Background: an optimization exercise with open tools, aiming at small area, a short achievable clock period and few clock cycles per item. Do not read the settings as production practice.
At most, simulation tests tie the RTL to the original design; equivalence was not proved.
The RTL of run 2 was laid out without a check of its function.
Power is estimated from default activity; no workload was simulated.

==> flow/design.v, too long to show whole: its modules and the start of the top module <==
// module fullAdd: 10 lines
// module ppNor: 7 lines
// module halfAdd: 9 lines
// module aluTop: 2518 lines
module aluTop (
	input  logic        clk,
	input  logic        rstN,
	input  logic        start,
	input  logic [15:0] a,
	input  logic [15:0] b,
	input  logic [3:0]  op,
	output logic        done,
	output logic [31:0] result,
	output logic [1:0]  error
);
  // ...
==> flow/flow/run.sh <==
#!/bin/bash
# Standard ORFS layout with these changes to how it is made (the clock period and
# the constraints are unchanged):
#  - the resizer's setup repair aims for a margin below the clock period;
#  - clock tree synthesis clusters more sinks per buffer and adds no dummy loads;
#  - the port buffers start as buf_2 (the resizer may still size them).
set -euo pipefail
export SETUP_SLACK_MARGIN=21.5
export CTS_ARGS="-sink_clustering_enable -repair_clock_nets -sink_clustering_size 30 -sink_clustering_max_diameter 80 -dont_use_dummy_load -branching_point_buffers_distance 2000 -distance_between_buffers 2000"
export BUFFER_PORTS_ARGS="-buffer_cell sky130_fd_sc_hd__buf_2"
bash standard.sh > standard_flow.log 2>&1
==> flow/standard.sh <==
#!/bin/bash
# synth_recipe.tcl (not shown) runs the flow's synth.tcl, then flattens the netlist and writes it again
# the make line also repeats each setting of config.mk as NAME=value (left out here)
make -C /OpenROAD-flow-scripts/flow DESIGN_CONFIG=/design/flow/config.mk WORK_HOME=/design/flow/orfs CLKGATE_MAP_FILE= SYNTH_SCRIPT=/design/flow/synth_recipe.tcl "${@:-finish}"
==> flow/config.mk <==
export PLATFORM = sky130hd
export DESIGN_NAME = aluTop
export DESIGN_NICKNAME = aluTop
export VERILOG_FILES = /design/flow/design.v
export SDC_FILE = /design/flow/constraint.sdc
export NUM_CORES = 4
export LEC_CHECK = 0
export CAP_MARGIN = 20
export CORE_MARGIN = 2
export CORE_UTILIZATION = 65
export SLEW_MARGIN = 20
export SYNTH_HIERARCHICAL = 1
export SYNTH_MINIMUM_KEEP_SIZE = 0
==> flow/constraint.sdc <==
create_clock -name core_clock -period 28.0 [get_ports {clk}]
set_input_delay 5.6000 -clock core_clock [delete_from_list [all_inputs] [get_ports {clk}]]
set_output_delay 5.6000 -clock core_clock [all_outputs]
set_load 0.01 [all_outputs]
==> impl_results.md, run 1 <==
* Post-Synth Adder-Cell Area at ~35%
* Initial antenna violation count at 1
* CP Buf/Inv Count at 1
* Routed met1 length at ~20000 um
* R2R setup slack at approximately 22000 ps
* Critical path endpoint: result[3]
* # IOs at 74
* Tightest Pin Transition at between 1000 and 1500 ps
* CTS Buf Count at 15
* Post-Synth Simple-Gate Area at around an eighth
* Hold Path Origin: b0[5]
* Final Wtd Congestion at roughly 0.94
* Top FF cell, synth: dfxtp_1
* Clk. pwr at about 0.21 mW
* Finished Layout Cells at approximately 2500
* Post-DP Area at 20800 um^2
* Shortest period the worst path allows at between 6000 and 7000 ps
* DP Worst Slack at roughly 21000 ps
* Post-synth EDFFs at 0
* Clock-cell share of area at around 1.7%
* Fmax at approximately 150 MHz
* Synthesized net count at between 2000 and 2500
* Crit path required time at between 20000 and 25000 ps
* Kind of critical path: reg2out
* Asr flop ratio synth at 0%
* Clock share of power at 12.1%
* Highest-count cells in the layout ignoring fill and taps: nor2_1, dfxtp_1, fa_1
* CTS sink cnt at roughly 250
* P_seq at just over 0.4 mW
* DR WL/cell at between 15 and 20 um
* Htree depth at 1
* Fin Hold WS at roughly 320 ps
* Status: complete, no violations
Testbench counts, summed over its fixed seeds: cycles 8,040, items 8,000.
==> run 2, diff against run 1 <==
--- a/flow/design.v
+++ b/flow/design.v
@@ -10,16 +10,26 @@
 endmodule
 module ppNor (
 	input  logic x,
 	input  logic y,
 	output logic z
 );
 	assign z = ~(x | y);
 endmodule
+module boothSel (
+	input  logic one,
+	input  logic two,
+	input  logic neg,
+	input  logic nbj,
+	input  logic nbm,
+	output logic e
+);
+	assign e = ((one & ~nbj) | (two & ~nbm)) ^ neg;
+endmodule
 module halfAdd (
 	input  logic x,
 	input  logic y,
 	output logic s,
 	output logic c
 );
 	assign s = x ^ y;
 	assign c = x & y;
@@ -76,101 +86,101 @@
 		q0 <= {n7, a[0], a[1], a[2], a[3], a[4], a[5], a[6], a[7], a[8], a[9], a[10], a[11], a[12], a[13], a[14]};
 	end
 	wire n8 = q0[0] & b0[0];
 	wire n9 = r0[0] & b0[1];
 	wire n10 = q0[0] ^ b0[0];
 	wire n11 = r0[0] ^ b0[1];
 	wire n12 = n8 | n10;
 	wire n13 = n9 | (n11 & n12);
-	wire n14 = ~n10;
-	wire n15 = n11 ^ n12;
-	wire n16 = (&b0[15:2]) & n13;
-	wire n17 = n16 ? n14 : q0[0];
-	wire n18 = n16 ? n15 : r0[0];
-	wire n19 = q0[1] & b0[0];
-	wire n20 = n17 & b0[1];
-	wire n21 = n18 & b0[2];
-	wire n22 = q0[1] ^ b0[0];
-	wire n23 = n17 ^ b0[1];
-	wire n24 = n18 ^ b0[2];
-	wire n25 = n19 | n22;
-	wire n26 = n20 | (n23 & n25);
-	wire n27 = n21 | (n24 & n20);
+	wire n14 = n11 & n10;
+	wire n15 = ~n10;
+	wire n16 = n11 ^ n12;
+	wire n17 = (&b0[15:2]) & n13;
+	wire n18 = n17 ? n15 : q0[0];
+	wire n19 = n17 ? n16 : r0[0];
+	wire n20 = q0[1] & b0[0];
+	wire n21 = n18 & b0[1];
+	wire n22 = n19 & b0[2];
+	wire n23 = q0[1] ^ b0[0];
+	wire n24 = n18 ^ b0[1];
+	wire n25 = n19 ^ b0[2];
+	wire n26 = n20 | n23;
+	wire n27 = n21 | (n24 & n26);
 	wire n28 = n24 & n23;
-	wire n29 = n27 | (n28 & n25);
-	wire n30 = ~n22;
-	wire n31 = n23 ^ n25;
+	wire n29 = n22 | (n25 & n27);
+	wire n30 = n25 & n28;
+	wire n31 = ~n23;
 	wire n32 = n24 ^ n26;
-	wire n33 = (&b0[15:3]) & n29;
-	wire n34 = n33 ? n30 : q0[1];
-	wire n35 = n33 ? n31 : n17;
-	wire n36 = n33 ? n32 : n18;
-	wire n37 = q0[2] & b0[0];
-	wire n38 = n34 & b0[1];
-	wire n39 = n35 & b0[2];
-	wire n40 = n36 & b0[3];
-	wire n41 = q0[2] ^ b0[0];
-	wire n42 = n34 ^ b0[1];
-	wire n43 = n35 ^ b0[2];
-	wire n44 = n36 ^ b0[3];
-	wire n45 = n37 | n41;
-	wire n46 = n38 | (n42 & n45);
-	wire n47 = n39 | (n43 & n38);
+	wire n33 = n25 ^ n27;
+	wire n34 = (&b0[15:3]) & n29;
+	wire n35 = n34 ? n31 : q0[1];
+	wire n36 = n34 ? n32 : n18;
+	wire n37 = n34 ? n33 : n19;
+	wire n38 = q0[2] & b0[0];
+	wire n39 = n35 & b0[1];
+	wire n40 = n36 & b0[2];
+	wire n41 = n37 & b0[3];
+	wire n42 = q0[2] ^ b0[0];
+	wire n43 = n35 ^ b0[1];
+	wire n44 = n36 ^ b0[2];
+	wire n45 = n37 ^ b0[3];
+	wire n46 = n38 | n42;
+	wire n47 = n39 | (n43 & n46);
 	wire n48 = n43 & n42;
-	wire n49 = n40 | (n44 & n39);
-	wire n50 = n44 & n43;
-	wire n51 = n47 | (n48 & n45);
-	wire n52 = n49 | (n50 & n46);
-	wire n53 = ~n41;
-	wire n54 = n42 ^ n45;
-	wire n55 = n43 ^ n46;
-	wire n56 = n44 ^ n51;
-	wire n57 = (&b0[15:4]) & n52;
-	wire n58 = n57 ? n53 : q0[2];
-	wire n59 = n57 ? n54 : n34;
-	wire n60 = n57 ? n55 : n35;
-	wire n61 = n57 ? n56 : n36;
-	wire n62 = q0[3] & b0[0];
-	wire n63 = n58 & b0[1];
-	wire n64 = n59 & b0[2];
-	wire n65 = n60 & b0[3];
-	wire n66 = n61 & b0[4];
-	wire n67 = q0[3] ^ b0[0];
-	wire n68 = n58 ^ b0[1];
-	wire n69 = n59 ^ b0[2];
-	wire n70 = n60 ^ b0[3];
-	wire n71 = n61 ^ b0[4];
-	wire n72 = n62 | n67;
-	wire n73 = n63 | (n68 & n72);
-	wire n74 = n64 | (n69 & n63);
-	wire n75 = n69 & n68;
-	wire n76 = n65 | (n70 & n64);
-	wire n77 = n70 & n69;
-	wire n78 = n66 | (n71 & n65);
-	wire n79 = n71 & n70;
-	wire n80 = n74 | (n75 & n72);
-	wire n81 = n76 | (n77 & n73);
-	wire n82 = n78 | (n79 & n74);
-	wire n83 = n79 & n75;
-	wire n84 = n82 | (n83 & n72);
-	wire n85 = ~n67;
-	wire n86 = n68 ^ n72;
-	wire n87 = n69 ^ n73;
-	wire n88 = n70 ^ n80;
-	wire n89 = n71 ^ n81;
-	wire n90 = (&b0[15:5]) & n84;
+	wire n49 = n41 | (n45 & n40);
+	wire n50 = n45 & n44;
+	wire n51 = n49 | (n50 & n47);
+	wire n52 = n50 & n48;
+	wire n53 = n40 | (n44 & n47);
+	wire n54 = n44 & n48;
+	wire n55 = ~n42;
+	wire n56 = n43 ^ n46;
+	wire n57 = n44 ^ n47;
+	wire n58 = n45 ^ n53;
+	wire n59 = (&b0[15:4]) & n51;
+	wire n60 = n59 ? n55 : q0[2];
+	wire n61 = n59 ? n56 : n35;
+	wire n62 = n59 ? n57 : n36;
+	wire n63 = n59 ? n58 : n37;
+	wire n64 = q0[3] & b0[0];
+	wire n65 = n60 & b0[1];
+	wire n66 = n61 & b0[2];
+	wire n67 = n62 & b0[3];
+	wire n68 = n63 & b0[4];
+	wire n69 = q0[3] ^ b0[0];
+	wire n70 = n60 ^ b0[1];
+	wire n71 = n61 ^ b0[2];
+	wire n72 = n62 ^ b0[3];
+	wire n73 = n63 ^ b0[4];
+	wire n74 = n64 | n69;
+	wire n75 = n65 | (n70 & n74);
+	wire n76 = n70 & n69;
+	wire n77 = n67 | (n72 & n66);
+	wire n78 = n72 & n71;
+	wire n79 = n77 | (n78 & n75);
+	wire n80 = n78 & n76;
+	wire n81 = n66 | (n71 & n75);
+	wire n82 = n71 & n76;
+	wire n83 = n68 | (n73 & n79);
+	wire n84 = n73 & n80;
+	wire n85 = ~n69;
+	wire n86 = n70 ^ n74;
+	wire n87 = n71 ^ n75;
+	wire n88 = n72 ^ n81;
+	wire n89 = n73 ^ n79;
+	wire n90 = (&b0[15:5]) & n83;
 	wire n91 = n90 ? n85 : q0[3];
-	wire n92 = n90 ? n86 : n58;
-	wire n93 = n90 ? n87 : n59;
-	wire n94 = n90 ? n88 : n60;
-	wire n95 = n90 ? n89 : n61;
-	wire n96 = o0[2] ? n16 : q0[0];
-	wire n97 = o0[2] ? n33 : q0[1];
-	wire n98 = o0[2] ? n57 : q0[2];
+	wire n92 = n90 ? n86 : n60;
+	wire n93 = n90 ? n87 : n61;
+	wire n94 = n90 ? n88 : n62;
+	wire n95 = n90 ? n89 : n63;
+	wire n96 = o0[2] ? n17 : q0[0];
+	wire n97 = o0[2] ? n34 : q0[1];
+	wire n98 = o0[2] ? n59 : q0[2];
 	wire n99 = o0[2] ? n90 : q0[3];
 	always_ff @(posedge clk) begin
 		v1 <= rstN & v0;
 		b1 <= b0;
 		o1 <= o0;
 		r1 <= {n95, n94, n93, n92, n91};
 		q1 <= {n99, n98, n97, n96, q0[15], q0[14], q0[13], q0[12], q0[11], q0[10], q0[9], q0[8], q0[7], q0[6], q0[5], q0[4]};
 	end
==> flow/flow/run.sh (replaced) <==
#!/bin/bash
# Standard ORFS layout with these changes to how it is made (the clock period and
# the constraints are unchanged):
#  - the resizer's setup repair aims for a margin below the clock period;
#  - clock tree synthesis clusters more sinks per buffer and adds no dummy loads;
#  - the port buffers start as buf_2 (the resizer may still size them).
set -euo pipefail
export SETUP_SLACK_MARGIN=21.5
export CTS_ARGS="-sink_clustering_enable -repair_clock_nets -sink_clustering_size 30 -sink_clustering_max_diameter 80 -dont_use_dummy_load"
export BUFFER_PORTS_ARGS="-buffer_cell sky130_fd_sc_hd__buf_2"
bash standard.sh > standard_flow.log 2>&1
==> impl_results.md, run 2 <==
* Most frequent cell after synthesis: nor2_1
* Largest net degree at the start of global routing at 31
* Final Wtd Congestion at 0.911 (-2.6%)
* DR WL/cell at 19.7 um (+1.7%)
* Top cell type by total area after synthesis: dfxtp_1
* CP Buf/Inv Count at 1 (unchanged)
* #FFs+latches synth at between 200 and 300
* Core ar. at roughly 30000 um^2
* # IOs at 74 (unchanged)
* Hold Vio Cnt, Final at 0
* Synthesized area at ~20000 um^2
* Fin crit share at between 20% and 30%
* GR Util met2 at ~54%
* Crit path required time at 22400 ps (about the same)
* Number of global-route vias before repair at approximately 15000
* Fmax at 152 MHz (+0.64%)
* Max reg flops at 32
* Asr flop ratio synth at 0% (unchanged)
* Total power at roughly 1.7 mW
* Max-capacitance violation count at 0
* CP Launch Type: flop
* Initial DRC Count at between 1000 and 1500
* Worst-path maximum fanout at 1
* Status: complete, no violations
* Biggest register: result
* Total number of vias at 15176
* Netlist cell types at 80
* Die height at 178 um
* Max transition margin at around two fifths
* Synthesized net count at 2433 (-0.90%)
* FP Rows at between 60 and 70
* Drt pass-1 iters at 5
* Die area at 31700 um^2
* Syn Inst Count at just under 2000
* Peak supply drop at a little over 100 uV
* Crit. End Element: primary output
* Chip Width at 178 um
* Worst path arrival time at about 960 ps
* P per Cell Area at between 70 and 80 nW/um^2
* Top cells by area in the synthesized netlist: dfxtp_1, fa_1, ha_1
* Worst-path cell chain: buf_2
* Setup TNS Final at 0 ps
* CTS Hold Bufs at 0
* Syn. warnings at 7
* First-pass GRT wire length at 79200 um
* Post-Syn Area per Cell at 9.99 um^2
* Share of the synthesized area in the top cell type at between 20 and 30%
* Total track usage at 32.0%
* Clk slew on worst S/H paths at ~110 ps
* Detailed Route WL at between 40000 and 50000 um
* Top cells by instance count after synthesis: nor2_1, dfxtp_1, fa_1
* Hold Path Class: reg2reg
* Worst Clk Skew at 62.6 ps
* CTS root buffer: clkbuf_16
* CP max stage delay at approximately 320 ps
* Layout area overhead at 11.1%
* Post-synth EDFFs at 0 (unchanged)
* Lkg Pwr at ~10 nW
* Post-route DRC at 0
* Slew Viols, Final at 0
* Starting density of the core at 66.3%
* IO Port Bufs at 73
* Sequential area share after synthesis at between 20 and 30%
* Layout net count at between 2000 and 3000
* CTS Buf Count at 17 (+2)
* CTS sink cnt at 254 (unchanged)
* Ant diodes at 0
* Commonest non-fill, non-tap cell in the layout: nor2_1
* Crit path max-delay cell type: dfxtp_1
* Initial antenna violation count at 1 (unchanged)
* Top FF cell, synth: dfxtp_1
* Critical path's top delay family: flip-flops
* Overflow left after global routing at 0
* Vias per inst at 6.06
* RSZ-0062 raised after global routing: true
* CTS tree: done
* Setup violations, final at 0
* Htree depth at 1 (unchanged)
* Met1 usage in global routing at about two fifths
* Post-DP HPWL at ~37000 um
* Layout cells sized above 1 at 15.1%
* M3 GR Usage at around 4.4%
* Tightest Pin Transition at 920 ps (-197 ps)
* Shortest period the worst path allows at 6560 ps (-41.7 ps)
* Filler Cells Inserted at approximately 2200
* Kind of critical path: reg2out
* Highest-count cells in the layout ignoring fill and taps: nor2_1, dfxtp_1, fa_1
* Post-route ant nets at 0
* Worst skew pair latency at about 520 ps
* GR peak layer: met2
* Max Root-Sink Buffers at 3
-- run 2: cell types whose count changed in the layout (fill, tap and decap cells not counted), sizes merged, moves of 9 or more --
cell | before | now
nor2 | 337 | 357
xor2 | 36 | 49
nand3 | 32 | 23
nor2b | 27 | 14
xnor2 | 95 | 74
a21oi | 105 | 96
buf | 137 | 147
-- run 2: logic make-up (layout without fill, tap and decap cells) --
kind of cell,after synthesis,after routing,share of synthesized area (%)
and+or+nand+nor,587,588,12.9
adders and majority gates,423,423,35.8
DFF,254,254,25.8
muxes,93,93,5.22
buffers and inverters,130,272,2.57
xor gates and xnor gates,123,123,5.47
AOI/OAI and AO/OA,361,362,12.2
-- run 2: layout make-up --
| class | instances | area [um^2] | area share (%) |
|---|---|---|---|
| sequential | 254 | 5100 | 23.3 |
| multi-input combinational | 1589 | 14400 | 65.8 |
| inverter | 108 | 435 | 1.99 |
| clock buffer | 17 | 425 | 1.94 |
| tap | 390 | 488 | 2.23 |
| timing repair buffer | 147 | 1030 | 4.70 |
-- run 2: per-layer routing --
metal | routed length (um) | up-vias | share of wire, %
met4 | 1920 | 2 | 3.9
met5 | 16 | - | 0.032
li1 | - | 7044 | -
met3 | 3170 | 131 | 6.4
met2 | 23900 | 590 | 48
met1 | 20400 | 7409 | 41
-- run 2: per-stage QoR --
| step | std cells | utilization [%] | instance area [um^2] | setup slack [ps] | hold WS [ps] |
|---|---|---|---|---|---|
| floorplan | 1971 | - | 19700 | 21560 | 310 |
| global placement | 2435 | 69.4 | 20600 | 20230 | 310 |
| detailed placement | 2435 | 69.4 | 20600 | 20040 | 312 |
| CTS | 2464 | 71.6 | 21300 | 21420 | 323 |
| global route | 2505 | 73.6 | 21900 | 21390 | 330 |
| finish | 2505 | 73.6 | 21900 | 21440 | 321 |
-- run 2: timing repair --
action	in CTS	in global routing
cloned	2	0
setup endpoints to repair	64	81
pin swaps	7	13
setup buffers	10	41
resized for setup	22	69
hold endpoints to repair	0	0
-- run 2: final timing paths --
check             start          to  slack (ps)  depth (start not counted)
max          result[28]  result[28]       21440                          1
min reg2reg       o3[1]       o4[1]         320                          0
min               o3[1]       o4[1]         320                          0
max reg2reg       q4[1]  result[28]       21640                         17
-- run 2: Yosys stat by module (local to each module, per instance) --
| module | cell area (um^2) | flip-flops and latches |
|---|---|---|
| ppNor | 3.75 | 0 |
| aluTop | 14600 | 254 |
| fullAdd | 20.0 | 0 |
| halfAdd | 12.5 | 0 |
-- run 2: where the power goes --
group | internal (mW) | switching [mW] | leakage [nW]
Clock | 0.108 | 0.119 | 0.209
Sequential | 0.394 | 0.0209 | 2.13
Combinational | 0.468 | 0.605 | 7.60

static timing again, ports no longer ideal:
The flow's constraints put no driver on any port. The routed layouts listed below were extracted and timed again, unchanged, in two steps. Step 1 (the two cells are an assumption about what drives the block):
set clk [get_ports {clk}]
set_driving_cell -lib_cell sky130_fd_sc_hd__clkbuf_16 $clk
set_driving_cell -lib_cell sky130_fd_sc_hd__buf_2 [delete_from_list [all_inputs] $clk]
Step 2 also shifts input and output timing later by t, the mid clock arrival at the registers, as if the neighbouring blocks saw the same clock. Slacks: no drivers / after step 1 / after step 2; pairs: no drivers / after step 1.
run | shift t [ns] | setup slack, ns | worst data-port slew with drivers (ns)
run 1 | 0.543 | 21.395 / 21.341 / 21.126 | 0.04
run 2 | 0.543 | 21.437 / 21.385 / 21.497 | 0.03
After both steps setup and hold are still met in every run listed. For run 1, which loses most, drivers alone change the setup slack by -0.054 ns; drivers and shift together by -0.269 ns.
